Source: an optimization exercise on an open RTL-to-GDS flow (aim: small area, a short achievable clock period and few clock cycles per item). Production flows keep margins and buffers that such runs may drop.
In this exercise RTL edits were held to simulation tests only and were not proved equivalent to the original.
Power and IR drop assume default switching activity.

==> flow/design.v <==
package des_pkg;
    typedef logic [63:0] block_t;
    typedef logic [31:0] half_t;
    typedef logic [55:0] cd_t;
    typedef logic [47:0] subkey_t;
    typedef logic [5:0]  sbox_in_t;
    typedef logic [3:0]  sbox_out_t;
    typedef logic [3:0]  round_idx_t;
    typedef enum logic [1:0] {
        st_idle,
        st_run,
        st_done
    } des_state_t;
    localparam int des_rounds = 16;
    localparam logic [15:0] shift_sched = 16'b1000_0001_0000_0011;
    localparam logic [64*8-1:0] ip_tab = {
        8'd58, 8'd50, 8'd42, 8'd34, 8'd26, 8'd18, 8'd10, 8'd2, 8'd60, 8'd52, 8'd44, 8'd36, 8'd28, 8'd20, 8'd12, 8'd4,
        8'd62, 8'd54, 8'd46, 8'd38, 8'd30, 8'd22, 8'd14, 8'd6, 8'd64, 8'd56, 8'd48, 8'd40, 8'd32, 8'd24, 8'd16, 8'd8,
        8'd57, 8'd49, 8'd41, 8'd33, 8'd25, 8'd17, 8'd9, 8'd1, 8'd59, 8'd51, 8'd43, 8'd35, 8'd27, 8'd19, 8'd11, 8'd3,
        8'd61, 8'd53, 8'd45, 8'd37, 8'd29, 8'd21, 8'd13, 8'd5, 8'd63, 8'd55, 8'd47, 8'd39, 8'd31, 8'd23, 8'd15, 8'd7
    };
    localparam logic [64*8-1:0] fp_tab = {
        8'd40, 8'd8, 8'd48, 8'd16, 8'd56, 8'd24, 8'd64, 8'd32, 8'd39, 8'd7, 8'd47, 8'd15, 8'd55, 8'd23, 8'd63, 8'd31,
        8'd38, 8'd6, 8'd46, 8'd14, 8'd54, 8'd22, 8'd62, 8'd30, 8'd37, 8'd5, 8'd45, 8'd13, 8'd53, 8'd21, 8'd61, 8'd29,
        8'd36, 8'd4, 8'd44, 8'd12, 8'd52, 8'd20, 8'd60, 8'd28, 8'd35, 8'd3, 8'd43, 8'd11, 8'd51, 8'd19, 8'd59, 8'd27,
        8'd34, 8'd2, 8'd42, 8'd10, 8'd50, 8'd18, 8'd58, 8'd26, 8'd33, 8'd1, 8'd41, 8'd9, 8'd49, 8'd17, 8'd57, 8'd25
    };
    localparam logic [48*8-1:0] e_tab = {
        8'd32, 8'd1, 8'd2, 8'd3, 8'd4, 8'd5, 8'd4, 8'd5, 8'd6, 8'd7, 8'd8, 8'd9, 8'd8, 8'd9, 8'd10, 8'd11,
        8'd12, 8'd13, 8'd12, 8'd13, 8'd14, 8'd15, 8'd16, 8'd17, 8'd16, 8'd17, 8'd18, 8'd19, 8'd20, 8'd21, 8'd20, 8'd21,
        8'd22, 8'd23, 8'd24, 8'd25, 8'd24, 8'd25, 8'd26, 8'd27, 8'd28, 8'd29, 8'd28, 8'd29, 8'd30, 8'd31, 8'd32, 8'd1
    };
    localparam logic [32*8-1:0] p_tab = {
        8'd16, 8'd7, 8'd20, 8'd21, 8'd29, 8'd12, 8'd28, 8'd17, 8'd1, 8'd15, 8'd23, 8'd26, 8'd5, 8'd18, 8'd31, 8'd10,
        8'd2, 8'd8, 8'd24, 8'd14, 8'd32, 8'd27, 8'd3, 8'd9, 8'd19, 8'd13, 8'd30, 8'd6, 8'd22, 8'd11, 8'd4, 8'd25
    };
    localparam logic [56*8-1:0] pc1_tab = {
        8'd57, 8'd49, 8'd41, 8'd33, 8'd25, 8'd17, 8'd9, 8'd1, 8'd58, 8'd50, 8'd42, 8'd34, 8'd26, 8'd18, 8'd10, 8'd2,
        8'd59, 8'd51, 8'd43, 8'd35, 8'd27, 8'd19, 8'd11, 8'd3, 8'd60, 8'd52, 8'd44, 8'd36, 8'd63, 8'd55, 8'd47, 8'd39,
        8'd31, 8'd23, 8'd15, 8'd7, 8'd62, 8'd54, 8'd46, 8'd38, 8'd30, 8'd22, 8'd14, 8'd6, 8'd61, 8'd53, 8'd45, 8'd37,
        8'd29, 8'd21, 8'd13, 8'd5, 8'd28, 8'd20, 8'd12, 8'd4
    };
    localparam logic [48*8-1:0] pc2_tab = {
        8'd14, 8'd17, 8'd11, 8'd24, 8'd1, 8'd5, 8'd3, 8'd28, 8'd15, 8'd6, 8'd21, 8'd10, 8'd23, 8'd19, 8'd12, 8'd4,
        8'd26, 8'd8, 8'd16, 8'd7, 8'd27, 8'd20, 8'd13, 8'd2, 8'd41, 8'd52, 8'd31, 8'd37, 8'd47, 8'd55, 8'd30, 8'd40,
        8'd51, 8'd45, 8'd33, 8'd48, 8'd44, 8'd49, 8'd39, 8'd56, 8'd34, 8'd53, 8'd46, 8'd42, 8'd50, 8'd36, 8'd29, 8'd32
    };
    function automatic block_t initial_perm(block_t x);
        block_t r;
        for (int i = 0; i < 64; i++) begin
            r[63 - i] = x[64 - ip_tab[(63 - i) * 8 +: 8]];
        end
        initial_perm = r;
    endfunction
    function automatic block_t final_perm(block_t x);
        block_t r;
        for (int i = 0; i < 64; i++) begin
            r[63 - i] = x[64 - fp_tab[(63 - i) * 8 +: 8]];
        end
        final_perm = r;
    endfunction
    function automatic subkey_t expand(half_t x);
        subkey_t r;
        for (int i = 0; i < 48; i++) begin
            r[47 - i] = x[32 - e_tab[(47 - i) * 8 +: 8]];
        end
        expand = r;
    endfunction
    function automatic half_t p_perm(half_t x);
        half_t r;
        for (int i = 0; i < 32; i++) begin
            r[31 - i] = x[32 - p_tab[(31 - i) * 8 +: 8]];
        end
        p_perm = r;
    endfunction
    function automatic cd_t pc1(block_t x);
        cd_t r;
        for (int i = 0; i < 56; i++) begin
            r[55 - i] = x[64 - pc1_tab[(55 - i) * 8 +: 8]];
        end
        pc1 = r;
    endfunction
    function automatic subkey_t pc2(cd_t x);
        subkey_t r;
        for (int i = 0; i < 48; i++) begin
            r[47 - i] = x[56 - pc2_tab[(47 - i) * 8 +: 8]];
        end
        pc2 = r;
    endfunction
endpackage
`timescale 1ns/1ns
module des_sbox (
    input  des_pkg::subkey_t mixed,
    output des_pkg::half_t   sub
);
    logic [5:0] x0;
    logic [3:0] t0 [4];
    assign x0 = mixed[47:42];
    always_comb begin
        case ({x0[4], x0[3], x0[2], x0[1]})
            4'd0: t0[0] = 4'd14;
            4'd1: t0[0] = 4'd4;
            4'd2: t0[0] = 4'd13;
            4'd3: t0[0] = 4'd1;
            4'd4: t0[0] = 4'd2;
            4'd5: t0[0] = 4'd15;
            4'd6: t0[0] = 4'd11;
            4'd7: t0[0] = 4'd8;
            4'd8: t0[0] = 4'd3;
            4'd9: t0[0] = 4'd10;
            4'd10: t0[0] = 4'd6;
            4'd11: t0[0] = 4'd12;
            4'd12: t0[0] = 4'd5;
            4'd13: t0[0] = 4'd9;
            4'd14: t0[0] = 4'd0;
            4'd15: t0[0] = 4'd7;
            default: t0[0] = 4'd0;
        endcase
    end
    always_comb begin
        case ({x0[4], x0[3], x0[2], x0[1]})
            4'd0: t0[1] = 4'd0;
            4'd1: t0[1] = 4'd15;
            4'd2: t0[1] = 4'd7;
            4'd3: t0[1] = 4'd4;
            4'd4: t0[1] = 4'd14;
            4'd5: t0[1] = 4'd2;
            4'd6: t0[1] = 4'd13;
            4'd7: t0[1] = 4'd1;
            4'd8: t0[1] = 4'd10;
            4'd9: t0[1] = 4'd6;
            4'd10: t0[1] = 4'd12;
            4'd11: t0[1] = 4'd11;
            4'd12: t0[1] = 4'd9;
            4'd13: t0[1] = 4'd5;
            4'd14: t0[1] = 4'd3;
            4'd15: t0[1] = 4'd8;
            default: t0[1] = 4'd0;
        endcase
    end
    always_comb begin
        case ({x0[4], x0[3], x0[2], x0[1]})
            4'd0: t0[2] = 4'd4;
            4'd1: t0[2] = 4'd1;
            4'd2: t0[2] = 4'd14;
            4'd3: t0[2] = 4'd8;
            4'd4: t0[2] = 4'd13;
            4'd5: t0[2] = 4'd6;
            4'd6: t0[2] = 4'd2;
            4'd7: t0[2] = 4'd11;
            4'd8: t0[2] = 4'd15;
            4'd9: t0[2] = 4'd12;
            4'd10: t0[2] = 4'd9;
            4'd11: t0[2] = 4'd7;
            4'd12: t0[2] = 4'd3;
            4'd13: t0[2] = 4'd10;
            4'd14: t0[2] = 4'd5;
            4'd15: t0[2] = 4'd0;
            default: t0[2] = 4'd0;
        endcase
    end
    always_comb begin
        case ({x0[4], x0[3], x0[2], x0[1]})
            4'd0: t0[3] = 4'd15;
            4'd1: t0[3] = 4'd12;
            4'd2: t0[3] = 4'd8;
            4'd3: t0[3] = 4'd2;
            4'd4: t0[3] = 4'd4;
            4'd5: t0[3] = 4'd9;
            4'd6: t0[3] = 4'd1;
            4'd7: t0[3] = 4'd7;
            4'd8: t0[3] = 4'd5;
            4'd9: t0[3] = 4'd11;
            4'd10: t0[3] = 4'd3;
            4'd11: t0[3] = 4'd14;
            4'd12: t0[3] = 4'd10;
            4'd13: t0[3] = 4'd0;
            4'd14: t0[3] = 4'd6;
            4'd15: t0[3] = 4'd13;
            default: t0[3] = 4'd0;
        endcase
    end
    assign sub[31:28] = t0[{x0[5], x0[0]}];
    logic [5:0] x1;
    logic [3:0] t1 [4];
    assign x1 = mixed[41:36];
    always_comb begin
        case ({x1[4], x1[3], x1[2], x1[0]})
            4'd0: t1[0] = 4'd15;
            4'd1: t1[0] = 4'd3;
            4'd2: t1[0] = 4'd8;
            4'd3: t1[0] = 4'd4;
            4'd4: t1[0] = 4'd6;
            4'd5: t1[0] = 4'd15;
            4'd6: t1[0] = 4'd3;
            4'd7: t1[0] = 4'd8;
            4'd8: t1[0] = 4'd9;
            4'd9: t1[0] = 4'd12;
            4'd10: t1[0] = 4'd2;
            4'd11: t1[0] = 4'd1;
            4'd12: t1[0] = 4'd12;
            4'd13: t1[0] = 4'd6;
            4'd14: t1[0] = 4'd5;
            4'd15: t1[0] = 4'd11;
            default: t1[0] = 4'd0;
        endcase
    end
    always_comb begin
        case ({x1[4], x1[3], x1[2], x1[0]})
            4'd0: t1[1] = 4'd1;
            4'd1: t1[1] = 4'd13;
            4'd2: t1[1] = 4'd14;
            4'd3: t1[1] = 4'd7;
            4'd4: t1[1] = 4'd11;
            4'd5: t1[1] = 4'd2;
            4'd6: t1[1] = 4'd4;
            4'd7: t1[1] = 4'd14;
            4'd8: t1[1] = 4'd7;
            4'd9: t1[1] = 4'd0;
            4'd10: t1[1] = 4'd13;
            4'd11: t1[1] = 4'd10;
            4'd12: t1[1] = 4'd0;
            4'd13: t1[1] = 4'd9;
            4'd14: t1[1] = 4'd10;
            4'd15: t1[1] = 4'd5;
            default: t1[1] = 4'd0;
        endcase
    end
    always_comb begin
        case ({x1[4], x1[3], x1[2], x1[0]})
            4'd0: t1[2] = 4'd0;
            4'd1: t1[2] = 4'd13;
            4'd2: t1[2] = 4'd7;
            4'd3: t1[2] = 4'd10;
            4'd4: t1[2] = 4'd10;
            4'd5: t1[2] = 4'd3;
            4'd6: t1[2] = 4'd13;
            4'd7: t1[2] = 4'd4;
            4'd8: t1[2] = 4'd5;
            4'd9: t1[2] = 4'd11;
            4'd10: t1[2] = 4'd12;
            4'd11: t1[2] = 4'd7;
            4'd12: t1[2] = 4'd9;
            4'd13: t1[2] = 4'd0;
            4'd14: t1[2] = 4'd2;
            4'd15: t1[2] = 4'd14;
            default: t1[2] = 4'd0;
        endcase
    end
    always_comb begin
        case ({x1[4], x1[3], x1[2], x1[0]})
            4'd0: t1[3] = 4'd14;
            4'd1: t1[3] = 4'd8;
            4'd2: t1[3] = 4'd11;
            4'd3: t1[3] = 4'd1;
            4'd4: t1[3] = 4'd4;
            4'd5: t1[3] = 4'd15;
            4'd6: t1[3] = 4'd1;
            4'd7: t1[3] = 4'd2;
            4'd8: t1[3] = 4'd8;
            4'd9: t1[3] = 4'd6;
            4'd10: t1[3] = 4'd6;
            4'd11: t1[3] = 4'd12;
            4'd12: t1[3] = 4'd3;
            4'd13: t1[3] = 4'd5;
            4'd14: t1[3] = 4'd15;
            4'd15: t1[3] = 4'd9;
            default: t1[3] = 4'd0;
        endcase
    end
    assign sub[27:24] = t1[{x1[5], x1[1]}];
    logic [5:0] x2;
    logic [3:0] t2 [4];
    assign x2 = mixed[35:30];
    always_comb begin
        case ({x2[5], x2[4], x2[1], x2[0]})
            4'd0: t2[0] = 4'd10;
            4'd1: t2[0] = 4'd13;
            4'd2: t2[0] = 4'd0;
            4'd3: t2[0] = 4'd7;
            4'd4: t2[0] = 4'd1;
            4'd5: t2[0] = 4'd2;
            4'd6: t2[0] = 4'd13;
            4'd7: t2[0] = 4'd8;
            4'd8: t2[0] = 4'd13;
            4'd9: t2[0] = 4'd1;
            4'd10: t2[0] = 4'd6;
            4'd11: t2[0] = 4'd10;
            4'd12: t2[0] = 4'd11;
            4'd13: t2[0] = 4'd4;
            4'd14: t2[0] = 4'd1;
            4'd15: t2[0] = 4'd15;
            default: t2[0] = 4'd0;
        endcase
    end
    always_comb begin
        case ({x2[5], x2[4], x2[1], x2[0]})
            4'd0: t2[1] = 4'd9;
            4'd1: t2[1] = 4'd0;
            4'd2: t2[1] = 4'd14;
            4'd3: t2[1] = 4'd9;
            4'd4: t2[1] = 4'd12;
            4'd5: t2[1] = 4'd5;
            4'd6: t2[1] = 4'd7;
            4'd7: t2[1] = 4'd14;
            4'd8: t2[1] = 4'd4;
            4'd9: t2[1] = 4'd13;
            4'd10: t2[1] = 4'd9;
            4'd11: t2[1] = 4'd0;
            4'd12: t2[1] = 4'd2;
            4'd13: t2[1] = 4'd14;
            4'd14: t2[1] = 4'd12;
            4'd15: t2[1] = 4'd3;
            default: t2[1] = 4'd0;
        endcase
    end
    always_comb begin
        case ({x2[5], x2[4], x2[1], x2[0]})
            4'd0: t2[2] = 4'd6;
            4'd1: t2[2] = 4'd3;
            4'd2: t2[2] = 4'd3;
            4'd3: t2[2] = 4'd4;
            4'd4: t2[2] = 4'd11;
            4'd5: t2[2] = 4'd12;
            4'd6: t2[2] = 4'd4;
            4'd7: t2[2] = 4'd11;
            4'd8: t2[2] = 4'd8;
            4'd9: t2[2] = 4'd6;
            4'd10: t2[2] = 4'd15;
            4'd11: t2[2] = 4'd9;
            4'd12: t2[2] = 4'd5;
            4'd13: t2[2] = 4'd11;
            4'd14: t2[2] = 4'd10;
            4'd15: t2[2] = 4'd5;
            default: t2[2] = 4'd0;
        endcase
    end
    always_comb begin
        case ({x2[5], x2[4], x2[1], x2[0]})
            4'd0: t2[3] = 4'd15;
            4'd1: t2[3] = 4'd6;
            4'd2: t2[3] = 4'd5;
            4'd3: t2[3] = 4'd10;
            4'd4: t2[3] = 4'd2;
            4'd5: t2[3] = 4'd15;
            4'd6: t2[3] = 4'd8;
            4'd7: t2[3] = 4'd1;
            4'd8: t2[3] = 4'd3;
            4'd9: t2[3] = 4'd8;
            4'd10: t2[3] = 4'd0;
            4'd11: t2[3] = 4'd7;
            4'd12: t2[3] = 4'd14;
            4'd13: t2[3] = 4'd2;
            4'd14: t2[3] = 4'd7;
            4'd15: t2[3] = 4'd12;
            default: t2[3] = 4'd0;
        endcase
    end
    assign sub[23:20] = t2[{x2[3], x2[2]}];
    logic [5:0] x3;
    logic [3:0] t3 [4];
    assign x3 = mixed[29:24];
    always_comb begin
        case ({x3[4], x3[3], x3[2], x3[1]})
            4'd0: t3[0] = 4'd7;
            4'd1: t3[0] = 4'd13;
            4'd2: t3[0] = 4'd14;
            4'd3: t3[0] = 4'd3;
            4'd4: t3[0] = 4'd0;
            4'd5: t3[0] = 4'd6;
            4'd6: t3[0] = 4'd9;
            4'd7: t3[0] = 4'd10;
            4'd8: t3[0] = 4'd1;
            4'd9: t3[0] = 4'd2;
            4'd10: t3[0] = 4'd8;
            4'd11: t3[0] = 4'd5;
            4'd12: t3[0] = 4'd11;
            4'd13: t3[0] = 4'd12;
            4'd14: t3[0] = 4'd4;
            4'd15: t3[0] = 4'd15;
            default: t3[0] = 4'd0;
        endcase
    end
    always_comb begin
        case ({x3[4], x3[3], x3[2], x3[1]})
            4'd0: t3[1] = 4'd13;
            4'd1: t3[1] = 4'd8;
            4'd2: t3[1] = 4'd11;
            4'd3: t3[1] = 4'd5;
            4'd4: t3[1] = 4'd6;
            4'd5: t3[1] = 4'd15;
            4'd6: t3[1] = 4'd0;
            4'd7: t3[1] = 4'd3;
            4'd8: t3[1] = 4'd4;
            4'd9: t3[1] = 4'd7;
            4'd10: t3[1] = 4'd2;
            4'd11: t3[1] = 4'd12;
            4'd12: t3[1] = 4'd1;
            4'd13: t3[1] = 4'd10;
            4'd14: t3[1] = 4'd14;
            4'd15: t3[1] = 4'd9;
            default: t3[1] = 4'd0;
        endcase
    end
    always_comb begin
        case ({x3[4], x3[3], x3[2], x3[1]})
            4'd0: t3[2] = 4'd10;
            4'd1: t3[2] = 4'd6;
            4'd2: t3[2] = 4'd9;
            4'd3: t3[2] = 4'd0;
            4'd4: t3[2] = 4'd12;
            4'd5: t3[2] = 4'd11;
            4'd6: t3[2] = 4'd7;
            4'd7: t3[2] = 4'd13;
            4'd8: t3[2] = 4'd15;
            4'd9: t3[2] = 4'd1;
            4'd10: t3[2] = 4'd3;
            4'd11: t3[2] = 4'd14;
            4'd12: t3[2] = 4'd5;
            4'd13: t3[2] = 4'd2;
            4'd14: t3[2] = 4'd8;
            4'd15: t3[2] = 4'd4;
            default: t3[2] = 4'd0;
        endcase
    end
    always_comb begin
        case ({x3[4], x3[3], x3[2], x3[1]})
            4'd0: t3[3] = 4'd3;
            4'd1: t3[3] = 4'd15;
            4'd2: t3[3] = 4'd0;
            4'd3: t3[3] = 4'd6;
            4'd4: t3[3] = 4'd10;
            4'd5: t3[3] = 4'd1;
            4'd6: t3[3] = 4'd13;
            4'd7: t3[3] = 4'd8;
            4'd8: t3[3] = 4'd9;
            4'd9: t3[3] = 4'd4;
            4'd10: t3[3] = 4'd5;
            4'd11: t3[3] = 4'd11;
            4'd12: t3[3] = 4'd12;
            4'd13: t3[3] = 4'd7;
            4'd14: t3[3] = 4'd2;
            4'd15: t3[3] = 4'd14;
            default: t3[3] = 4'd0;
        endcase
    end
    assign sub[19:16] = t3[{x3[5], x3[0]}];
    logic [5:0] x4;
    logic [3:0] t4 [4];
    assign x4 = mixed[23:18];
    always_comb begin
        case ({x4[5], x4[4], x4[2], x4[1]})
            4'd0: t4[0] = 4'd2;
            4'd1: t4[0] = 4'd12;
            4'd2: t4[0] = 4'd4;
            4'd3: t4[0] = 4'd1;
            4'd4: t4[0] = 4'd8;
            4'd5: t4[0] = 4'd5;
            4'd6: t4[0] = 4'd3;
            4'd7: t4[0] = 4'd15;
            4'd8: t4[0] = 4'd4;
            4'd9: t4[0] = 4'd2;
            4'd10: t4[0] = 4'd1;
            4'd11: t4[0] = 4'd11;
            4'd12: t4[0] = 4'd15;
            4'd13: t4[0] = 4'd9;
            4'd14: t4[0] = 4'd12;
            4'd15: t4[0] = 4'd5;
            default: t4[0] = 4'd0;
        endcase
    end
    always_comb begin
        case ({x4[5], x4[4], x4[2], x4[1]})
            4'd0: t4[1] = 4'd14;
            4'd1: t4[1] = 4'd11;
            4'd2: t4[1] = 4'd2;
            4'd3: t4[1] = 4'd12;
            4'd4: t4[1] = 4'd5;
            4'd5: t4[1] = 4'd0;
            4'd6: t4[1] = 4'd15;
            4'd7: t4[1] = 4'd10;
            4'd8: t4[1] = 4'd11;
            4'd9: t4[1] = 4'd8;
            4'd10: t4[1] = 4'd12;
            4'd11: t4[1] = 4'd7;
            4'd12: t4[1] = 4'd6;
            4'd13: t4[1] = 4'd15;
            4'd14: t4[1] = 4'd0;
            4'd15: t4[1] = 4'd9;
            default: t4[1] = 4'd0;
        endcase
    end
    always_comb begin
        case ({x4[5], x4[4], x4[2], x4[1]})
            4'd0: t4[2] = 4'd7;
            4'd1: t4[2] = 4'd10;
            4'd2: t4[2] = 4'd11;
            4'd3: t4[2] = 4'd6;
            4'd4: t4[2] = 4'd13;
            4'd5: t4[2] = 4'd0;
            4'd6: t4[2] = 4'd14;
            4'd7: t4[2] = 4'd9;
            4'd8: t4[2] = 4'd10;
            4'd9: t4[2] = 4'd13;
            4'd10: t4[2] = 4'd7;
            4'd11: t4[2] = 4'd8;
            4'd12: t4[2] = 4'd6;
            4'd13: t4[2] = 4'd3;
            4'd14: t4[2] = 4'd0;
            4'd15: t4[2] = 4'd14;
            default: t4[2] = 4'd0;
        endcase
    end
    always_comb begin
        case ({x4[5], x4[4], x4[2], x4[1]})
            4'd0: t4[3] = 4'd4;
            4'd1: t4[3] = 4'd7;
            4'd2: t4[3] = 4'd13;
            4'd3: t4[3] = 4'd1;
            4'd4: t4[3] = 4'd3;
            4'd5: t4[3] = 4'd9;
            4'd6: t4[3] = 4'd8;
            4'd7: t4[3] = 4'd6;
            4'd8: t4[3] = 4'd1;
            4'd9: t4[3] = 4'd14;
            4'd10: t4[3] = 4'd2;
            4'd11: t4[3] = 4'd13;
            4'd12: t4[3] = 4'd10;
            4'd13: t4[3] = 4'd4;
            4'd14: t4[3] = 4'd5;
            4'd15: t4[3] = 4'd3;
            default: t4[3] = 4'd0;
        endcase
    end
    assign sub[15:12] = t4[{x4[3], x4[0]}];
    logic [5:0] x5;
    logic [3:0] t5 [4];
    assign x5 = mixed[17:12];
    always_comb begin
        case ({x5[5], x5[4], x5[3], x5[0]})
            4'd0: t5[0] = 4'd12;
            4'd1: t5[0] = 4'd10;
            4'd2: t5[0] = 4'd9;
            4'd3: t5[0] = 4'd7;
            4'd4: t5[0] = 4'd0;
            4'd5: t5[0] = 4'd6;
            4'd6: t5[0] = 4'd14;
            4'd7: t5[0] = 4'd0;
            4'd8: t5[0] = 4'd9;
            4'd9: t5[0] = 4'd4;
            4'd10: t5[0] = 4'd2;
            4'd11: t5[0] = 4'd9;
            4'd12: t5[0] = 4'd7;
            4'd13: t5[0] = 4'd11;
            4'd14: t5[0] = 4'd1;
            4'd15: t5[0] = 4'd6;
            default: t5[0] = 4'd0;
        endcase
    end
    always_comb begin
        case ({x5[5], x5[4], x5[3], x5[0]})
            4'd0: t5[1] = 4'd1;
            4'd1: t5[1] = 4'd15;
            4'd2: t5[1] = 4'd2;
            4'd3: t5[1] = 4'd12;
            4'd4: t5[1] = 4'd13;
            4'd5: t5[1] = 4'd1;
            4'd6: t5[1] = 4'd7;
            4'd7: t5[1] = 4'd11;
            4'd8: t5[1] = 4'd14;
            4'd9: t5[1] = 4'd3;
            4'd10: t5[1] = 4'd8;
            4'd11: t5[1] = 4'd5;
            4'd12: t5[1] = 4'd0;
            4'd13: t5[1] = 4'd14;
            4'd14: t5[1] = 4'd13;
            4'd15: t5[1] = 4'd0;
            default: t5[1] = 4'd0;
        endcase
    end
    always_comb begin
        case ({x5[5], x5[4], x5[3], x5[0]})
            4'd0: t5[2] = 4'd10;
            4'd1: t5[2] = 4'd4;
            4'd2: t5[2] = 4'd6;
            4'd3: t5[2] = 4'd9;
            4'd4: t5[2] = 4'd3;
            4'd5: t5[2] = 4'd13;
            4'd6: t5[2] = 4'd5;
            4'd7: t5[2] = 4'd3;
            4'd8: t5[2] = 4'd15;
            4'd9: t5[2] = 4'd2;
            4'd10: t5[2] = 4'd12;
            4'd11: t5[2] = 4'd15;
            4'd12: t5[2] = 4'd4;
            4'd13: t5[2] = 4'd1;
            4'd14: t5[2] = 4'd11;
            4'd15: t5[2] = 4'd8;
            default: t5[2] = 4'd0;
        endcase
    end
    always_comb begin
        case ({x5[5], x5[4], x5[3], x5[0]})
            4'd0: t5[3] = 4'd15;
            4'd1: t5[3] = 4'd2;
            4'd2: t5[3] = 4'd8;
            4'd3: t5[3] = 4'd5;
            4'd4: t5[3] = 4'd4;
            4'd5: t5[3] = 4'd14;
            4'd6: t5[3] = 4'd11;
            4'd7: t5[3] = 4'd8;
            4'd8: t5[3] = 4'd5;
            4'd9: t5[3] = 4'd12;
            4'd10: t5[3] = 4'd3;
            4'd11: t5[3] = 4'd10;
            4'd12: t5[3] = 4'd10;
            4'd13: t5[3] = 4'd7;
            4'd14: t5[3] = 4'd6;
            4'd15: t5[3] = 4'd13;
            default: t5[3] = 4'd0;
        endcase
    end
    assign sub[11:8] = t5[{x5[2], x5[1]}];
    logic [5:0] x6;
    logic [3:0] t6 [4];
    assign x6 = mixed[11:6];
    always_comb begin
        case ({x6[4], x6[3], x6[2], x6[1]})
            4'd0: t6[0] = 4'd4;
            4'd1: t6[0] = 4'd11;
            4'd2: t6[0] = 4'd2;
            4'd3: t6[0] = 4'd14;
            4'd4: t6[0] = 4'd15;
            4'd5: t6[0] = 4'd0;
            4'd6: t6[0] = 4'd8;
            4'd7: t6[0] = 4'd13;
            4'd8: t6[0] = 4'd3;
            4'd9: t6[0] = 4'd12;
            4'd10: t6[0] = 4'd9;
            4'd11: t6[0] = 4'd7;
            4'd12: t6[0] = 4'd5;
            4'd13: t6[0] = 4'd10;
            4'd14: t6[0] = 4'd6;
            4'd15: t6[0] = 4'd1;
            default: t6[0] = 4'd0;
        endcase
    end
    always_comb begin
        case ({x6[4], x6[3], x6[2], x6[1]})
            4'd0: t6[1] = 4'd13;
            4'd1: t6[1] = 4'd0;
            4'd2: t6[1] = 4'd11;
            4'd3: t6[1] = 4'd7;
            4'd4: t6[1] = 4'd4;
            4'd5: t6[1] = 4'd9;
            4'd6: t6[1] = 4'd1;
            4'd7: t6[1] = 4'd10;
            4'd8: t6[1] = 4'd14;
            4'd9: t6[1] = 4'd3;
            4'd10: t6[1] = 4'd5;
            4'd11: t6[1] = 4'd12;
            4'd12: t6[1] = 4'd2;
            4'd13: t6[1] = 4'd15;
            4'd14: t6[1] = 4'd8;
            4'd15: t6[1] = 4'd6;
            default: t6[1] = 4'd0;
        endcase
    end
    always_comb begin
        case ({x6[4], x6[3], x6[2], x6[1]})
            4'd0: t6[2] = 4'd1;
            4'd1: t6[2] = 4'd4;
            4'd2: t6[2] = 4'd11;
            4'd3: t6[2] = 4'd13;
            4'd4: t6[2] = 4'd12;
            4'd5: t6[2] = 4'd3;
            4'd6: t6[2] = 4'd7;
            4'd7: t6[2] = 4'd14;
            4'd8: t6[2] = 4'd10;
            4'd9: t6[2] = 4'd15;
            4'd10: t6[2] = 4'd6;
            4'd11: t6[2] = 4'd8;
            4'd12: t6[2] = 4'd0;
            4'd13: t6[2] = 4'd5;
            4'd14: t6[2] = 4'd9;
            4'd15: t6[2] = 4'd2;
            default: t6[2] = 4'd0;
        endcase
    end
    always_comb begin
        case ({x6[4], x6[3], x6[2], x6[1]})
            4'd0: t6[3] = 4'd6;
            4'd1: t6[3] = 4'd11;
            4'd2: t6[3] = 4'd13;
            4'd3: t6[3] = 4'd8;
            4'd4: t6[3] = 4'd1;
            4'd5: t6[3] = 4'd4;
            4'd6: t6[3] = 4'd10;
            4'd7: t6[3] = 4'd7;
            4'd8: t6[3] = 4'd9;
            4'd9: t6[3] = 4'd5;
            4'd10: t6[3] = 4'd0;
            4'd11: t6[3] = 4'd15;
            4'd12: t6[3] = 4'd14;
            4'd13: t6[3] = 4'd2;
            4'd14: t6[3] = 4'd3;
            4'd15: t6[3] = 4'd12;
            default: t6[3] = 4'd0;
        endcase
    end
    assign sub[7:4] = t6[{x6[5], x6[0]}];
    logic [5:0] x7;
    logic [3:0] t7 [4];
    assign x7 = mixed[5:0];
    always_comb begin
        case ({x7[5], x7[4], x7[2], x7[1]})
            4'd0: t7[0] = 4'd13;
            4'd1: t7[0] = 4'd2;
            4'd2: t7[0] = 4'd8;
            4'd3: t7[0] = 4'd4;
            4'd4: t7[0] = 4'd10;
            4'd5: t7[0] = 4'd9;
            4'd6: t7[0] = 4'd3;
            4'd7: t7[0] = 4'd14;
            4'd8: t7[0] = 4'd7;
            4'd9: t7[0] = 4'd11;
            4'd10: t7[0] = 4'd4;
            4'd11: t7[0] = 4'd1;
            4'd12: t7[0] = 4'd0;
            4'd13: t7[0] = 4'd6;
            4'd14: t7[0] = 4'd10;
            4'd15: t7[0] = 4'd13;
            default: t7[0] = 4'd0;
        endcase
    end
    always_comb begin
        case ({x7[5], x7[4], x7[2], x7[1]})
            4'd0: t7[1] = 4'd1;
            4'd1: t7[1] = 4'd15;
            4'd2: t7[1] = 4'd13;
            4'd3: t7[1] = 4'd8;
            4'd4: t7[1] = 4'd12;
            4'd5: t7[1] = 4'd5;
            4'd6: t7[1] = 4'd6;
            4'd7: t7[1] = 4'd11;
            4'd8: t7[1] = 4'd2;
            4'd9: t7[1] = 4'd1;
            4'd10: t7[1] = 4'd14;
            4'd11: t7[1] = 4'd7;
            4'd12: t7[1] = 4'd15;
            4'd13: t7[1] = 4'd12;
            4'd14: t7[1] = 4'd9;
            4'd15: t7[1] = 4'd0;
            default: t7[1] = 4'd0;
        endcase
    end
    always_comb begin
        case ({x7[5], x7[4], x7[2], x7[1]})
            4'd0: t7[2] = 4'd6;
            4'd1: t7[2] = 4'd15;
            4'd2: t7[2] = 4'd11;
            4'd3: t7[2] = 4'd1;
            4'd4: t7[2] = 4'd5;
            4'd5: t7[2] = 4'd0;
            4'd6: t7[2] = 4'd12;
            4'd7: t7[2] = 4'd7;
            4'd8: t7[2] = 4'd9;
            4'd9: t7[2] = 4'd12;
            4'd10: t7[2] = 4'd14;
            4'd11: t7[2] = 4'd2;
            4'd12: t7[2] = 4'd15;
            4'd13: t7[2] = 4'd3;
            4'd14: t7[2] = 4'd5;
            4'd15: t7[2] = 4'd8;
            default: t7[2] = 4'd0;
        endcase
    end
    always_comb begin
        case ({x7[5], x7[4], x7[2], x7[1]})
            4'd0: t7[3] = 4'd10;
            4'd1: t7[3] = 4'd3;
            4'd2: t7[3] = 4'd7;
            4'd3: t7[3] = 4'd4;
            4'd4: t7[3] = 4'd0;
            4'd5: t7[3] = 4'd14;
            4'd6: t7[3] = 4'd9;
            4'd7: t7[3] = 4'd2;
            4'd8: t7[3] = 4'd4;
            4'd9: t7[3] = 4'd10;
            4'd10: t7[3] = 4'd8;
            4'd11: t7[3] = 4'd13;
            4'd12: t7[3] = 4'd3;
            4'd13: t7[3] = 4'd5;
            4'd14: t7[3] = 4'd6;
            4'd15: t7[3] = 4'd11;
            default: t7[3] = 4'd0;
        endcase
    end
    assign sub[3:0] = t7[{x7[3], x7[0]}];
endmodule
`timescale 1ns/1ns
module des_round (
    input  des_pkg::half_t   left,
    input  des_pkg::half_t   right,
    input  des_pkg::subkey_t subkey,
    output des_pkg::half_t   left_out,
    output des_pkg::half_t   right_out
);
    des_pkg::subkey_t mixed;
    des_pkg::half_t   sub;
    assign mixed = des_pkg::expand(right) ^ subkey;
    des_sbox u_sbox (
        .mixed (mixed),
        .sub   (sub)
    );
    assign left_out  = right;
    assign right_out = left ^ des_pkg::p_perm(sub);
endmodule
`timescale 1ns/1ns
module des_key_schedule (
    input  logic             ck,
    input  logic             rst,
    input  logic             key_capture,
    input  logic             decrypt,
    input  des_pkg::block_t  key,
    input  logic             round_en,
    input  logic             one_shift,
    output logic             pend,
    output des_pkg::subkey_t subkey
);
    des_pkg::cd_t cd;
    des_pkg::cd_t cd0;
    logic         dec;
    function automatic des_pkg::cd_t rotl(des_pkg::cd_t x, logic one);
        logic [27:0] c;
        logic [27:0] d;
        c = x[55:28];
        d = x[27:0];
        if (one) begin
            rotl = {c[26:0], c[27], d[26:0], d[27]};
        end else begin
            rotl = {c[25:0], c[27:26], d[25:0], d[27:26]};
        end
    endfunction
    function automatic des_pkg::cd_t rotr(des_pkg::cd_t x, logic one);
        logic [27:0] c;
        logic [27:0] d;
        c = x[55:28];
        d = x[27:0];
        if (one) begin
            rotr = {c[0], c[27:1], d[0], d[27:1]};
        end else begin
            rotr = {c[1:0], c[27:2], d[1:0], d[27:2]};
        end
    endfunction
    assign cd0 = des_pkg::pc1(key);
    always_ff @(posedge ck) begin
        if (rst) begin
            pend <= 1'b0;
        end else if (key_capture) begin
            pend <= !decrypt;
        end else begin
            pend <= 1'b0;
        end
    end
    logic sel_key;
    logic sel_l1;
    logic sel_l2;
    logic sel_r1;
    logic sel_r2;
    logic cd_en;
    assign sel_key = key_capture;
    assign sel_l1  = !key_capture && (pend || (round_en && !dec && one_shift));
    assign sel_l2  = !key_capture && !pend && round_en && !dec && !one_shift;
    assign sel_r1  = !key_capture && !pend && round_en && dec && one_shift;
    assign sel_r2  = !key_capture && !pend && round_en && dec && !one_shift;
    assign cd_en   = key_capture || pend || round_en;
    always_ff @(posedge ck) begin
        if (key_capture) begin
            dec <= decrypt;
        end
    end
    always_ff @(posedge ck) begin
        cd <= ({56{sel_key}} & cd0)
            | ({56{sel_l1}} & rotl(cd, 1'b1))
            | ({56{sel_l2}} & rotl(cd, 1'b0))
            | ({56{sel_r1}} & rotr(cd, 1'b1))
            | ({56{sel_r2}} & rotr(cd, 1'b0))
            | ({56{!cd_en}} & cd);
    end
    assign subkey = des_pkg::pc2(cd);
endmodule
`timescale 1ns/1ns
module des_block_path (
    input  logic             ck,
    input  logic             load_block,
    input  logic             round_en,
    input  des_pkg::block_t  din,
    input  des_pkg::subkey_t subkey,
    output des_pkg::block_t  dout
);
    des_pkg::block_t lr;
    des_pkg::half_t  left_n;
    des_pkg::half_t  right_n;
    des_round u_round (
        .left      (lr[63:32]),
        .right     (lr[31:0]),
        .subkey    (subkey),
        .left_out  (left_n),
        .right_out (right_n)
    );
    logic hold;
    assign hold = !load_block && !round_en;
    always_ff @(posedge ck) begin
        lr <= ({64{load_block}} & des_pkg::initial_perm(din))
            | ({64{round_en}} & {left_n, right_n})
            | ({64{hold}} & lr);
    end
    assign dout = des_pkg::final_perm({lr[31:0], lr[63:32]});
endmodule
`timescale 1ns/1ns
module des_control (
    input  logic ck,
    input  logic rst,
    input  logic start,
    input  logic key_load,
    input  logic pend,
    output logic key_capture,
    output logic load_block,
    output logic round_en,
    output logic one_shift,
    output logic done,
    output logic busy
);
    logic [3:0] step;
    assign key_capture = key_load && !busy;
    assign load_block  = start && !busy;
    assign round_en    = busy && !done && !pend;
    assign one_shift = (step == 4'd0) || (step == 4'd7) || (step == 4'd14) || (step == 4'd15);
    always_ff @(posedge ck) begin
        if (rst) begin
            busy <= 1'b0;
            done <= 1'b0;
            step <= '0;
        end else begin
            done <= round_en && (step == 4'd15);
            if (load_block) begin
                busy <= 1'b1;
            end else if (done) begin
                busy <= 1'b0;
            end
            if (round_en) begin
                step <= step + 1'b1;
            end
        end
    end
endmodule
`timescale 1ns/1ns
module des_core (
    input  logic            ck,
    input  logic            rst,
    input  logic            key_load,
    input  logic            decrypt,
    input  logic            start,
    input  des_pkg::block_t key,
    input  des_pkg::block_t din,
    output des_pkg::block_t dout,
    output logic            done,
    output logic            busy
);
    logic             key_capture;
    logic             load_block;
    logic             round_en;
    logic             one_shift;
    logic             pend;
    des_pkg::subkey_t subkey;
    des_control u_control (
        .ck          (ck),
        .rst         (rst),
        .start       (start),
        .key_load    (key_load),
        .pend        (pend),
        .key_capture (key_capture),
        .load_block  (load_block),
        .round_en    (round_en),
        .one_shift   (one_shift),
        .done        (done),
        .busy        (busy)
    );
    des_key_schedule u_key_schedule (
        .ck          (ck),
        .rst         (rst),
        .key_capture (key_capture),
        .decrypt     (decrypt),
        .key         (key),
        .round_en    (round_en),
        .one_shift   (one_shift),
        .pend        (pend),
        .subkey      (subkey)
    );
    des_block_path u_block_path (
        .ck         (ck),
        .load_block (load_block),
        .round_en   (round_en),
        .din        (din),
        .subkey     (subkey),
        .dout       (dout)
    );
endmodule
==> flow/flow/run.sh <==
#!/bin/bash
# The standard layout (standard.sh), with two changes to how it is made:
#  - the port buffers are plain buf_1 cells instead of the delay cells
#    buffer_ports picks by itself;
#  - synthesis skips the half/full-adder extraction (no ADDER_MAP_FILE), so the
#    S-box logic is left whole to ABC. Registers are unchanged.
# Each tool's output stays in orfs/logs/; make's own output goes to flow_make.log.
set -euo pipefail
export BUFFER_PORTS_ARGS="-buffer_cell sky130_fd_sc_hd__buf_1"
export ADDER_MAP_FILE=
bash standard.sh finish > flow_make.log 2>&1
==> flow/standard.sh <==
#!/bin/bash
# synth_recipe.tcl (not shown) runs the flow's synth.tcl, then flattens the netlist and writes it again
# the make line also repeats each setting of config.mk as NAME=value (left out here)
make -C /OpenROAD-flow-scripts/flow DESIGN_CONFIG=/design/flow/config.mk WORK_HOME=/design/flow/orfs CLKGATE_MAP_FILE= SYNTH_SCRIPT=/design/flow/synth_recipe.tcl "${@:-finish}"
==> flow/config.mk <==
export PLATFORM = sky130hd
export DESIGN_NAME = des_core
export DESIGN_NICKNAME = des_core
export VERILOG_FILES = /design/flow/design.v
export SDC_FILE = /design/flow/constraint.sdc
export NUM_CORES = 4
export LEC_CHECK = 0
export ABC_AREA = 1
export CAP_MARGIN = 20
export CORE_MARGIN = 2
export CORE_UTILIZATION = 40
export SETUP_SLACK_MARGIN = 3.5
export SLEW_MARGIN = 20
==> flow/constraint.sdc <==
create_clock -name core_clock -period 6.0 [get_ports {ck}]
set_input_delay 1.2000 -clock core_clock [delete_from_list [all_inputs] [get_ports {ck}]]
set_output_delay 1.2000 -clock core_clock [all_outputs]
set_load 0.01 [all_outputs]
==> impl_metrics.json, run 1 <==
{
  "power.total_mw": 7.818,
  "netlist_instances": 1820,
  "num_rows": 59,
  "grt_start_max_net_pins": 67,
  "synthXorXnorAreaFrac": 0.03315,
  "coreArea_sq_mm": 0.02606,
  "post-route-min-period_ns": 2.432,
  "crit_buf_inv": 1,
  "place_hpwl_mm": 31.82,
  "synth_commonest_cells": "nand2_1, nand3_1, inv_1",
  "avgSynthCellArea_sq_um": 5.827,
  "power_density_mw_per_mm2": 632.1,
  "dp_slack_ns": 2.353,
  "slowest_stage": "dfxtp_1",
  "port_buffers": 190,
  "vdd_drop_max_uv": 301.8,
  "synth-edff-count": 1,
  "synth_compound_area_frac": 0.1822,
  "synth_top_family_by_area": "simple AND/OR/NAND/NOR gates",
  "fin_setup_tns_ns": 0,
  "cpPeakStageDelay_ns": 0.60,
  "area_delta_synth_final_pct": 16.62,
  "netlist_area_sq_mm": 0.01061,
  "numCtsBuffers": 17,
  "synth_cell_types": 38,
  "post-route-period-util": 0.4054,
  "drc": 0,
  "cts_buffer_depth": 2,
  "synth-seq-area-share": 0.2426,
  "ys_async_sr_fraction": 0,
  "fillers": 2846,
  "clk_pin_slew_ns": 0.06,
  "drive_above_1_share": 0.05035,
  "die_w_um": 166.8,
  "crit_path_cell_trace": "buf_1",
  "synth.most_common_cell": "nand2_1",
  "stdcell_count": 2321,
  "antenna_cells": 0,
  "setup_violations": 0,
  "first_pass_iters": 6,
  "grt-ovfl-total": 0,
  "grt_pass1_wl_mm": 65.63,
  "synth.area.mux_share": 0,
  "grt_setup_unrepaired": "false",
  "maxCapViolations": 0,
  "cts_tree": "built",
  "hold_path.class": "reg2reg",
  "ys_ff_latch": 128,
  "yosys.area.top_type": "dfxtp_1",
  "leakagePower_nw": 5.762,
  "endpoint_kind": "output port",
  "synth_area_leaders": "dfxtp_1, nand2_1, nand3_1",
  "required_ns": 4.80,
  "insertion_delay_ns": 0.43,
  "gp_congestion": 0.9444,
  "wirelength_mm": 43.84,
  "antenna_found_initial": 0,
  "synthSimpleGateAreaFrac": 0.4297,
  "hold-worst-slack_ns": 0.5034,
  "critPathKind": "reg2out",
  "start_util": 0.4070,
  "area.sequential_sq_mm": 0.002574,
  "synth_nets": 1953,
  "nNetsFinal": 2106,
  "die_y_um": 166.8,
  "cts_root_buffer": "clkbuf_16",
  "dp.cells": 2281,
  "relSlewSlack": 0.3887,
  "globalRouteTotalUtil": 0.2941,
  "drt_iter0_drc": 1401,
  "synthAdderAreaFrac": 0,
  "hold_violations": 0,
  "final_antenna_net_count": 0,
  "worstPathArrival_ns": 1.23,
  "final_max_slew_viol_count": 0,
  "status": "timing/DRC/antenna clean",
  "start_kind": "flop",
  "synth_ff_type": "dfxtp_1",
  "fin_ws_ns": 3.568,
  "cts.sinks": 128,
  "grt_pass1_vias": 11995,
  "finClkSkew_ns": 0.01297,
  "multi_input_area_sq_mm": 0.006937,
  "die_area_sq_mm": 0.02783,
  "wl_per_cell_um": 18.89,
  "fmax_mhz": 411.1,
  "vias": 13297,
  "viasPerCell": 5.729,
  "crit_family": "flip-flops",
  "ios": 199,
  "cp_max_fo": 6,
  "synth_warnings": 13,
  "h-tree-depth": 4,
  "synth_top_area_frac": 0.2397,
  "worstMarginPinSlew_ns": 0.9162
}
[state kept, by name, indices dropped and copies added (netlist names)]
name,flops
u_key_schedule.dec,1
u_control.done,1
u_control.step,4
u_control.busy,1
u_key_schedule.pend,1
u_block_path.lr,64
u_key_schedule.cd,56
[per-stage QoR]
stage	instance area, sq um	util
global placement	11480	0.4405
global route	12370	0.4746
CTS	12160	0.4667
floorplan	10610	-
finish	12370	0.4746
detailed placement	11480	0.4405
[routing by layer]
layer / wire (um) / vias to the layer above / GRT usage
li1: - / 6421 / -
met5: 0 / - / 0
met3: 3719 / 97 / 0.05109
met4: 1702 / 0 / 0.1233
met2: 19640 / 643 / 0.4700
met1: 18780 / 6136 / 0.3913
[logic make-up after synthesis]
family / after synthesis
compound gates: 295
xor+xnor: 32
buf+inv: 295
flops: 128
simple gates: 1070
[layout make-up]
class,count,share of cell area
repair buffers,208,0.08154
multi-input cells,1397,0.5609
clock inverters,14,0.01254
well taps,335,0.03389
inverters,221,0.06839
flip-flops and latches,128,0.2081
clock buffers,18,0.03470
[report_power, final]
part	internal, mW	switching [mW]	total (mW)	leakage [nW]
Clock	0.619	0.451	1.07	0.282
Sequential	1.12	0.469	1.59	1.08
Combinational	1.63	3.53	5.16	4.40
Total	3.37	4.45	7.82	5.76
[worst paths after layout]
check                             start                    end  slack (ns)  depth (start not counted)
setup / recovery    u_block_path.lr[16]               dout[60]        3.57                          1
hold / removal    u_key_schedule.cd[21]  u_key_schedule.cd[22]        0.50                          2
setup reg to reg      u_control.step[3]  u_key_schedule.cd[46]        3.66                          8
hold reg to reg   u_key_schedule.cd[21]  u_key_schedule.cd[22]        0.50                          2
[timing repair]
action / CTS / global route
hold buffers: 0 / 0
pin swaps: 0 / 2
gates resized for setup: 22 / 16
gates cloned: 0 / 4
endpoints found under the setup margin: 123 / 78
setup buffers: 1 / 3
[placed cells by master (no fill, tap or decap), drive strengths merged, types with 3 or more instances in the layout]
cell / count
o21ai: 58
nor3: 3
nand3b: 8
inv: 223
o22ai: 48
nand3: 318
xnor2: 25
nand4: 15
a211o: 11
nor2: 99
clkinvlp: 5
clkinv: 5
a221oi: 8
o221ai: 27
a21oi: 80
nor3b: 3
dfxtp: 127
o211ai: 11
nand2: 624
xor2: 7
clkbuf: 23
o2111ai: 46
o21bai: 3
buf: 203
Testbench counts, summed over its fixed seeds: cycles 23,199, blocks 1,280.
==> run 2: changes to the inputs <==
--- a/flow/config.mk
+++ b/flow/config.mk
@@ -9,5 +9,5 @@
 export CAP_MARGIN = 20
 export CORE_MARGIN = 2
 export CORE_UTILIZATION = 40
-export SETUP_SLACK_MARGIN = 3.5
+export SETUP_SLACK_MARGIN = 3.3
 export SLEW_MARGIN = 20
==> impl_metrics.json, run 2 <==
{
  "status": "timing/DRC/antenna clean",
  "synth_top_area_frac": 0.2397,
  "vdd_drop_max_uv": 274.0,
  "hold_violations": 0,
  "largest_reg_flops": 64,
  "r2r_slack_ns": 3.45,
  "vias": 13154,
  "nNetsFinal": 2099,
  "p_clk_frac": 0.137,
  "netlist_area_sq_mm": 0.01061,
  "synth_ff_type": "dfxtp_1",
  "synth_area_leaders": "dfxtp_1, nand2_1, nand3_1",
  "combPwrFrac": 0.659,
  "wirelength_mm": 42.12,
  "leakagePower_nw": 5.677,
  "fmax_mhz": 392.1,
  "drt_iter0_drc": 1268,
  "required_ns": 6.31,
  "cts.sinks": 128,
  "synth_nets": 1953,
  "clk_pin_slew_ns": 0.06,
  "cts_buffer_depth": 2,
  "relSlewSlack": 0.3659,
  "drive_above_1_share": 0.04548,
  "h-tree-depth": 4,
  "synth-seq-area-share": 0.2426,
  "post-route-period-util": 0.4251,
  "dr.max_layer_used": "met4",
  "crit_family": "buffers and inverters",
  "viasPerCell": 5.685,
  "die_y_um": 166.8,
  "synth_warnings": 13,
  "globalRouteTotalUtil": 0.2940,
  "coreArea_sq_mm": 0.02606,
  "post-route-min-period_ns": 2.550,
  "wl_met1_mm": 18.41,
  "drc": 0,
  "wl_met3_mm": 2.892,
  "layout_common_cells": "nand2_1, nand3_1, inv_1",
  "cp_max_fo": 66,
  "avgSynthCellArea_sq_um": 5.827,
  "antenna_cells": 0,
  "start_kind": "flop",
  "die_w_um": 166.8,
  "synth.most_common_cell": "nand2_1",
  "cpPeakStageDelay_ns": 0.41,
  "wl_met2_mm": 19.09,
  "power.internal_mw": 3.347,
  "die_area_sq_mm": 0.02783,
  "gp_congestion": 0.9444,
  "grt_start_max_net_pins": 67,
  "setup_violations": 0,
  "grt_setup_unrepaired": "false",
  "synth_commonest_cells": "nand2_1, nand3_1, inv_1",
  "synth-edff-count": 1,
  "final_antenna_net_count": 0,
  "finClkSkew_ns": 0.01433,
  "ys_ff_latch": 128,
  "numCtsBuffers": 17,
  "area.sequential_sq_mm": 0.002572,
  "area_delta_synth_final_pct": 14.89,
  "swShare": 0.5689,
  "worstPathArrival_ns": 2.86,
  "grt_pass1_wl_mm": 65.59,
  "ys_async_sr_fraction": 0,
  "grt_pass1_vias": 11990,
  "cts_hold_buf": 0,
  "antenna_found_initial": 0,
  "wl_per_cell_um": 18.20,
  "cts_tree": "built",
  "maxCapViolations": 0,
  "power_frac_seq": 0.204,
  "port_buffers": 190,
  "place_hpwl_mm": 31.82,
  "start_util": 0.4070,
  "netlist_instances": 1820,
  "power_density_mw_per_mm2": 637.2,
  "endpoint_kind": "flop",
  "synth_cell_types": 38,
  "grt-ovfl-total": 0,
  "top_register": "u_block_path.lr",
  "final_common_cell": "nand2_1",
  "first_pass_iters": 8,
  "num_rows": 59,
  "worstMarginPinSlew_ns": 0.9443,
  "top_regs": "u_block_path.lr: 64 flops, u_key_schedule.cd: 56 flops, u_control.step: 4 flops",
  "critPathKind": "reg2reg",
  "ios": 199,
  "crit_buf_inv": 5,
  "hold_path.class": "reg2reg",
  "insertion_delay_ns": 0.43,
  "crit_path_cell_trace": "inv_2 > buf_12 > nor2_2 > nand2_2 > buf_6 > clkinvlp_4 > buf_4 > nand3_1 > nand2_1",
  "fillers": 2876,
  "hold-worst-slack_ns": 0.4949,
  "cts_root_buffer": "clkbuf_16",
  "slowest_stage": "clkinvlp_4",
  "multi_input_area_sq_mm": 0.006902,
  "fin_setup_tns_ns": 0,
  "yosys.area.top_type": "dfxtp_1",
  "p_switching_mw": 4.417,
  "final_max_slew_viol_count": 0
}
[run 2: cells by family (layout without fill, tap and decap cells)]
logic type / count (synthesis) / count (layout) / synth area share
simple gates: 1070 / 1070 / 0.4297
compound gates: 295 / 295 / 0.1822
buf+inv: 295 / 454 / 0.1124
flops: 128 / 128 / 0.2426
xor+xnor: 32 / 32 / 0.03315
[run 2: cell type report]
cell class | count | share of cell area
clock inverter | 14 | 0.01273
sequential | 128 | 0.2111
inverter | 221 | 0.06921
timing repair buffer | 201 | 0.07086
clock buffer | 18 | 0.03522
multi-input combinational | 1397 | 0.5664
tap | 335 | 0.03440
[run 2: path summary, 6_finish.rpt]
path,start,endpoint,depth (start not counted)
max,u_control.busy,u_block_path.lr[28],9
min reg2reg,u_control.step[3],u_control.done,2
min,u_control.step[3],u_control.done,2
max reg2reg,u_control.busy,u_block_path.lr[28],9
[run 2: what timing repair did]
item	CTS	global route
endpoints found under the setup margin	115	66
pin swaps	0	0
gates resized for setup	13	15
setup buffers	0	1
[run 2: through the flow]
stage	power (mW)	std cells	utilization	worst slack, ns	instance area (sq um)
6_report	7.764	2314	0.4676	3.450	12180
5_1_grt	8.536	2314	0.4676	3.322	12180
4_1_cts	7.674	2313	0.4648	3.317	12110
3_5_place_dp	6.576	2281	0.4405	2.353	11480
3_3_place_gp	6.573	2281	0.4405	2.459	11480
2_1_floorplan	5.229	1820	-	3.566	10610
[run 2: worst register-to-register path: stages (launching register included)]
cell,delay [ns]
dfxtp_1,0.35
inv_2,0.08
buf_12,0.28
nor2_2,0.09
nand2_2,0.25
buf_6,0.37
clkinvlp_4,0.43
buf_4,0.36
nand3_1,0.16
nand2_1,0.07
[run 2: power groups by stage]
stage / clock (mW) / combinational (mW) / sequential (mW)
5_1_grt: 1.12 / 5.81 / 1.61
6_report: 1.07 / 5.11 / 1.58
2_1_floorplan: 0 / 3.75 / 1.47
4_1_cts: 1.08 / 5.02 / 1.57
3_3_place_gp: 0 / 4.99 / 1.58
3_5_place_dp: 0 / 4.99 / 1.59
[run 2: metal layers]
| layer | track usage | vias up |
|---|---|---|
| met1 | 0.3912 | 6094 |
| met5 | 0 | - |
| li1 | - | 6405 |
| met2 | 0.4699 | 561 |
| met3 | 0.05109 | 94 |
| met4 | 0.1233 | 0 |
==> run 3: changes to the inputs <==
==> flow/flow/run.sh (replaced) <==
#!/bin/bash
# The standard layout (standard.sh), with these changes to how it is made:
#  - the port buffers are plain buf_1 cells instead of the delay cells
#    buffer_ports picks by itself;
#  - synthesis skips the half/full-adder extraction (no ADDER_MAP_FILE), so the
#    S-box logic is left whole to ABC;
set -euo pipefail
export BUFFER_PORTS_ARGS="-buffer_cell sky130_fd_sc_hd__buf_1"
export ADDER_MAP_FILE=
if [[ -f flow/abc.script ]]; then
  rm -rf own_scripts
  cp -r "$FLOW_HOME/scripts" own_scripts
  cp flow/abc.script own_scripts/abc_area.script
  SCRIPTS_DIR="$PWD/own_scripts" bash standard.sh synth > flow_synth.log 2>&1
fi
bash standard.sh finish > flow_make.log 2>&1
==> flow/flow/abc.script (new file) <==
&get -n
&st
&dch -f
&nf -R 1000
&put
topo
stime -c
buffer -c
upsize -c
dnsize -c
--- a/flow/config.mk
+++ b/flow/config.mk
@@ -9,5 +9,5 @@
 export CAP_MARGIN = 20
 export CORE_MARGIN = 2
 export CORE_UTILIZATION = 40
-export SETUP_SLACK_MARGIN = 3.3
+export SETUP_SLACK_MARGIN = 3.5
 export SLEW_MARGIN = 20
==> impl_metrics.json, run 3 <==
{
  "netlist_instances": 1245,
  "cts_root_buffer": "clkbuf_16",
  "synth_ff_type": "dfxtp_1",
  "cts_buffer_depth": 2,
  "area_delta_synth_final_pct": 20.23,
  "grt_pass1_wl_mm": 51.03,
  "top_regs": "u_block_path.lr: 64 flops, u_key_schedule.cd: 56 flops, u_control.step: 4 flops",
  "netlist_area_sq_mm": 0.009246,
  "synth-edff-count": 1,
  "insertion_delay_ns": 0.44,
  "die_area_sq_mm": 0.02435,
  "worst-path-stages": 1,
  "endpoint": "dout[38]",
  "synth_warnings": 13,
  "crit_path_cell_trace": "buf_1",
  "fin_setup_tns_ns": 0,
  "leakagePower_nw": 4.115,
  "power_density_mw_per_mm2": 744.1,
  "final_antenna_net_count": 0,
  "r2r-start": "u_block_path.lr[27]",
  "finClkSkew_ns": 0.01346,
  "relSlewSlack": 0.4076,
  "h-tree-depth": 4,
  "globalRouteTotalUtil": 0.2679,
  "hold_path.class": "reg2reg",
  "ys_ff_latch": 128,
  "grt_setup_unrepaired": "true",
  "wl_met1_mm": 14.54,
  "die_w_um": 156.0,
  "r2r_end": "u_block_path.lr[4]",
  "cpPeakStageDelay_ns": 0.64,
  "clk_pin_slew_ns": 0.06,
  "wirelength_mm": 34.20,
  "placed_area_sq_mm": 0.009923,
  "start_util": 0.4084,
  "crit_family": "flip-flops",
  "die_y_um": 156.0,
  "wl_met3_mm": 2.897,
  "final_max_slew_viol_count": 0,
  "synth_top_area_frac": 0.2750,
  "fmax_mhz": 406.1,
  "num_rows": 55,
  "grt_start_max_net_pins": 65,
  "synth.most_common_cell": "nand2_1",
  "synth-seq-area-share": 0.2782,
  "synth_cell_types": 60,
  "antenna_cells": 0,
  "coreArea_sq_mm": 0.02264,
  "viasPerCell": 6.433,
  "ys_async_sr_fraction": 0,
  "required_ns": 4.80,
  "wl_per_cell_um": 20.78,
  "vias": 10589,
  "yosys.area.top_type": "dfxtp_1",
  "first_pass_iters": 13,
  "postLayoutCellArea_sq_mm": 0.01112,
  "gp_congestion": 0.9651,
  "nNetsFinal": 1481,
  "hold_violations": 0,
  "rr_worst_depth": 7,
  "synth_nets": 1378,
  "ios": 199,
  "slowest_stage": "dfxtp_1",
  "dr.max_layer_used": "met4",
  "largest_reg_flops": 64,
  "worstMarginPinSlew_ns": 0.8822,
  "setup_violations": 0,
  "critPathKind": "reg2out",
  "post-route-period-util": 0.4105,
  "port_buffers": 190,
  "start_kind": "flop",
  "avgSynthCellArea_sq_um": 7.427,
  "cp-startpoint": "u_block_path.lr[27]",
  "synth_commonest_cells": "nand2_1, dfxtp_1, a222oi_1",
  "drt_iter0_drc": 1726,
  "cts_tree": "built",
  "drive_above_1_share": 0.1139,
  "endpoint_kind": "output port",
  "fin_ws_ns": 3.537,
  "vdd_drop_max_uv": 265.6,
  "final_common_cell": "nand2_1",
  "worstPathArrival_ns": 1.26,
  "antenna_found_initial": 0,
  "top_register": "u_block_path.lr",
  "cp_max_fo": 7,
  "place_hpwl_mm": 23.53,
  "grt_pass1_vias": 9038,
  "cts_hold_buf": 0,
  "layout_common_cells": "nand2_1, buf_1, a222oi_1",
  "synth_area_leaders": "dfxtp_1, a222oi_1, nand2_1",
  "drc": 0,
  "post-route-min-period_ns": 2.463,
  "grt-ovfl-total": 0,
  "crit_buf_inv": 1,
  "r2r_slack_ns": 3.56,
  "maxCapViolations": 0,
  "status": "timing/DRC/antenna clean",
  "cts.sinks": 128,
  "wl_met2_mm": 15.81,
  "dp_slack_ns": 2.678,
  "numCtsBuffers": 17
}
==> run 3: cell types whose count changed after synthesis, moves of 42 or more <==
cell and delta:
xor2_1 +55, nand3_1 -282, inv_1 -212, clkbuf_1 +57, o2111ai_1 -46, o22ai_1 -42
o21ai_1 +48, xnor2_1 +46, nand2_1 -397, a222oi_1 +112, a22oi_1 +68
==> run 3: power breakdown <==
group,switching (mW),total (mW),internal (mW),leakage [nW]
Sequential,0.680,1.83,1.15,1.08
Combinational,3.31,5.32,2.01,2.74
Clock,0.423,1.12,0.697,0.294
==> run 3: worst min path at each step <==
stage / from / to / slack [ns] / depth (start not counted)
5_1_grt: u_block_path.lr[50] / u_block_path.lr[50] / 0.48 / 2
2_1_floorplan: u_control.step[3] / u_control.done / 0.44 / 2
6_report: u_block_path.lr[58] / u_block_path.lr[58] / 0.46 / 2
4_1_cts: u_block_path.lr[58] / u_block_path.lr[58] / 0.47 / 2
3_5_place_dp: u_block_path.lr[58] / u_block_path.lr[58] / 0.46 / 2
3_3_place_gp: u_block_path.lr[54] / u_block_path.lr[54] / 0.45 / 2
==> run 3: kinds of logic after synthesis <==
kind of cell | synth area share
XOR/XNOR | 0.1302
flip-flops | 0.2782
multiplexers | 0.002165
AND/OR/NAND/NOR | 0.1838
AO/OA/AOI/OAI | 0.3437
buffers and inverters | 0.06197
==> run 3: routing by layer <==
metal,up-vias,track usage
met2,643,0.4303
met1,4994,0.3672
met4,0,0.09349
li1,4895,-
met5,-,0
met3,57,0.03889
==> run 3: repair_timing <==
| action | 4_1_cts | 5_1_grt |
|---|---|---|
| gates cloned | 5 | 1 |
| endpoints found under the setup margin | 75 | 79 |
| setup buffers | 4 | 5 |
| resized for setup | 26 | 68 |
| pin swaps | 5 | 3 |
==> run 3: per-stage QoR <==
step / util / std cells / total power, mW / hold slack (ns)
after floorplan: - / 1245 / 5.437 / 0.4438
after global placement: 0.4371 / 1598 / 6.734 / 0.4530
after detailed placement: 0.4383 / 1599 / 6.680 / 0.4583
after CTS: 0.4749 / 1640 / 7.915 / 0.4666
after global routing: 0.4910 / 1646 / 8.912 / 0.4798
final: 0.4910 / 1646 / 8.272 / 0.4620
==> run 3: layout make-up <==
cell class	instances	area [sq um]
fillers	2293	11520
clock inverters	13	187.7
inverters	3	11.26
clock buffers	19	432.9
well taps	285	356.6
repair buffers	210	909.6
multi-input cells	988	6601
flip-flops and latches	128	2618
==> run 4: changes to the inputs <==
--- a/flow/config.mk
+++ b/flow/config.mk
@@ -9,5 +9,6 @@
 export CAP_MARGIN = 20
 export CORE_MARGIN = 2
 export CORE_UTILIZATION = 40
+export CTS_BUF_LIST = sky130_fd_sc_hd__clkbuf_8
 export SETUP_SLACK_MARGIN = 3.5
 export SLEW_MARGIN = 20
==> impl_metrics.json, run 4 <==
{
  "maxCapViolations": 0,
  "cts_buffer_depth": 2,
  "coreArea_sq_mm": 0.02264,
  "die_area_sq_mm": 0.02435,
  "min_to": "u_block_path.lr[58]",
  "ys_ff_latch": 128,
  "synth_top_family_by_area": "compound AO/OA/AOI/OAI gates",
  "die_y_um": 156.0,
  "ys_async_sr_fraction": 0,
  "critPathKind": "reg2out",
  "place_hpwl_mm": 23.53,
  "drt_iter0_drc": 1746,
  "vias": 10548,
  "num_rows": 55,
  "fin_setup_tns_ns": 0,
  "first_pass_iters": 14,
  "synth_nets": 1378,
  "top_regs": "u_block_path.lr: 64 flops, u_key_schedule.cd: 56 flops, u_control.step: 4 flops",
  "crit_buf_inv": 1,
  "numCtsBuffers": 17,
  "stdcell_count": 1651,
  "status": "timing/DRC/antenna clean",
  "synth.area.mux_share": 0.002165,
  "r2r_slack_ns": 3.61,
  "globalRouteTotalUtil": 0.2649,
  "ios": 199,
  "port_buffers": 190,
  "post-route-period-util": 0.4085,
  "endpoint_kind": "output port",
  "yosys.area.top_type": "dfxtp_1",
  "synth_warnings": 13,
  "wirelength_mm": 34.16,
  "insertion_delay_ns": 0.46,
  "antenna_found_initial": 0,
  "synth_top_area_frac": 0.2750,
  "synth_commonest_cells": "nand2_1, dfxtp_1, a222oi_1",
  "area_delta_synth_final_pct": 18.74,
  "start_kind": "flop",
  "vdd_drop_max_uv": 278.3,
  "hold-worst-slack_ns": 0.4654,
  "post-route-min-period_ns": 2.451,
  "synthSimpleGateAreaFrac": 0.1838,
  "drive_above_1_share": 0.1179,
  "synthAdderAreaFrac": 0,
  "gp_congestion": 0.9651,
  "cts_tree": "built",
  "rr_worst_depth": 9,
  "power_density_mw_per_mm2": 728.8,
  "grt-ovfl-total": 0,
  "synth_cell_types": 60,
  "synth-edff-count": 1,
  "netlist_area_sq_mm": 0.009246,
  "avgSynthCellArea_sq_um": 7.427,
  "relSlewSlack": 0.4006,
  "grt_pass1_vias": 9001,
  "hold_path.class": "reg2reg",
  "leakagePower_nw": 4.054,
  "r2r-start": "u_block_path.lr[11]",
  "grt_setup_unrepaired": "true",
  "die_w_um": 156.0,
  "top_register": "u_block_path.lr",
  "clk_pin_slew_ns": 0.08,
  "antenna_cells": 0,
  "synth_compound_area_frac": 0.3437,
  "final_max_slew_viol_count": 0,
  "hold_violations": 0,
  "finClkSkew_ns": 0.01594,
  "synth_area_leaders": "dfxtp_1, a222oi_1, nand2_1",
  "wl_per_cell_um": 20.69,
  "crit_path_cell_trace": "buf_1",
  "cts_root_buffer": "clkbuf_8",
  "worstPathArrival_ns": 1.25,
  "largest_reg_flops": 64,
  "synthXorXnorAreaFrac": 0.1302,
  "layout_common_cells": "nand2_1, buf_1, a222oi_1",
  "synth_ff_type": "dfxtp_1",
  "final_common_cell": "nand2_1",
  "min_from": "u_block_path.lr[58]",
  "crit_family": "flip-flops",
  "cpPeakStageDelay_ns": 0.60,
  "grt_start_max_net_pins": 65,
  "cp_max_fo": 6,
  "viasPerCell": 6.389,
  "start_util": 0.4084,
  "required_ns": 4.80,
  "worstMarginPinSlew_ns": 0.8927,
  "cts.sinks": 128,
  "synth.most_common_cell": "nand2_1",
  "fin_ws_ns": 3.549,
  "r2r_end": "u_block_path.lr[21]",
  "fillers": 2313,
  "fmax_mhz": 408.0,
  "dp_slack_ns": 2.678,
  "setup_violations": 0,
  "nNetsFinal": 1486,
  "slowest_stage": "dfxtp_1",
  "synth-seq-area-share": 0.2782,
  "holdPathStages": 2,
  "final_antenna_net_count": 0,
  "netlist_instances": 1245,
  "grt_pass1_wl_mm": 50.65,
  "h-tree-depth": 4,
  "dp.cells": 1599,
  "drc": 0
}
==> run 4: area by class of cell <==
class	count	area, sq um	area share
sequential	128	2620	0.2386
clock inverter	15	195.2	0.01778
clock buffer	17	234.0	0.02131
tap	285	356.6	0.03248
inverter	3	11.26	0.001026
timing repair buffer	215	952.2	0.08672
multi-input combinational	988	6610	0.6021
==> run 4: routing by layer <==
layer | part of all wire | GRT usage | up-vias
met5 | 0 | 0 | -
li1 | - | - | 4904
met2 | 0.47 | 0.4275 | 588
met1 | 0.43 | 0.3679 | 5010
met4 | 0.022 | 0.08344 | 0
met3 | 0.082 | 0.03389 | 46
==> run 4: where the power goes <==
group	switching [mW]	internal (mW)
sequential	0.686	1.15
combinational	3.30	2.02
clock	0.384	0.451
==> run 4: stage by stage <==
stage,total power [mW],instance area [sq um],util
4_1_cts,7.632,10550,0.4662
5_1_grt,8.651,10980,0.4849
2_1_floorplan,5.437,9246,-
3_5_place_dp,6.680,9923,0.4383
6_report,8.001,10980,0.4849
3_3_place_gp,6.734,9896,0.4371
==> run 4: cells by family (layout without fill, tap and decap cells) <==
group	after synthesis	count (layout)
multiplexers	2	2
buffers and inverters	135	250
AO/OA/AOI/OAI	442	443
flip-flops	128	128
XOR/XNOR	131	131
AND/OR/NAND/NOR	407	412
==> run 4: what timing repair did <==
item / 4_1_cts / 5_1_grt
buffers inserted: 3 / 11
setup endpoints to repair: 77 / 79
resized for setup: 29 / 69
pin swaps: 4 / 5
cloned: 4 / 2
hold buffers: 0 / 0
==> run 4: worst register-to-register path: cells and delay by family (launching register included) <==
family | cells | cell delay (ns)
compound gates | 5 | 0.75
flops | 1 | 0.59
simple gates | 2 | 0.52
xor+xnor | 2 | 0.43
==> run 4: how the worst max path moves through the flow <==
stage,start,end,slack (ns),depth (start not counted)
floorplan,key_load,u_key_schedule.cd[27],3.58,7
global placement,key_load,u_key_schedule.cd[49],2.72,6
detailed placement,key_load,u_key_schedule.cd[36],2.68,7
CTS,u_block_path.lr[15],dout[2],3.44,1
global route,u_block_path.lr[7],u_block_path.lr[21],3.45,10
finish,u_block_path.lr[31],dout[6],3.55,1

[what the ideal ports hide]
The results above use ideal ports. As a check the final layouts listed here were re-extracted and re-timed, cells and wires unchanged. Step 1 sets driving cells, clkbuf_16 on the clock port and buf_2 on the other inputs (assumed; they add their load-dependent delay and slew). Step 2 moves the port delays by t, midway between the first and last clock arrival at a register: inputs arrive t later, outputs are due t later. That takes back most of the time a late clock gives input paths. Slacks: no drivers / after step 1 / after step 2; pairs: no drivers / after step 1.
| run | t, ns | slack for setup (ns) | slew at the worst register clock pin (ns) | worst slew at a driven data input, ns | cell pins on the clock port's net |
|---|---|---|---|---|---|
| run 1 | 0.470 | 3.568 / 3.523 / 3.182 | 0.07 / 0.07 | 0.05 | 1 |
| run 2 | 0.469 | 3.450 / 3.450 / 3.083 | 0.07 / 0.07 | 0.05 | 1 |
| run 3 | 0.478 | 3.537 / 3.490 / 3.155 | 0.07 / 0.07 | 0.05 | 1 |
| run 4 | 0.498 | 3.549 / 3.506 / 3.258 | 0.09 / 0.09 | 0.05 | 1 |
After both steps every run listed still meets setup and hold. For run 1, which loses most, drivers alone change the setup slack by -0.045 ns; drivers and shift together by -0.386 ns.
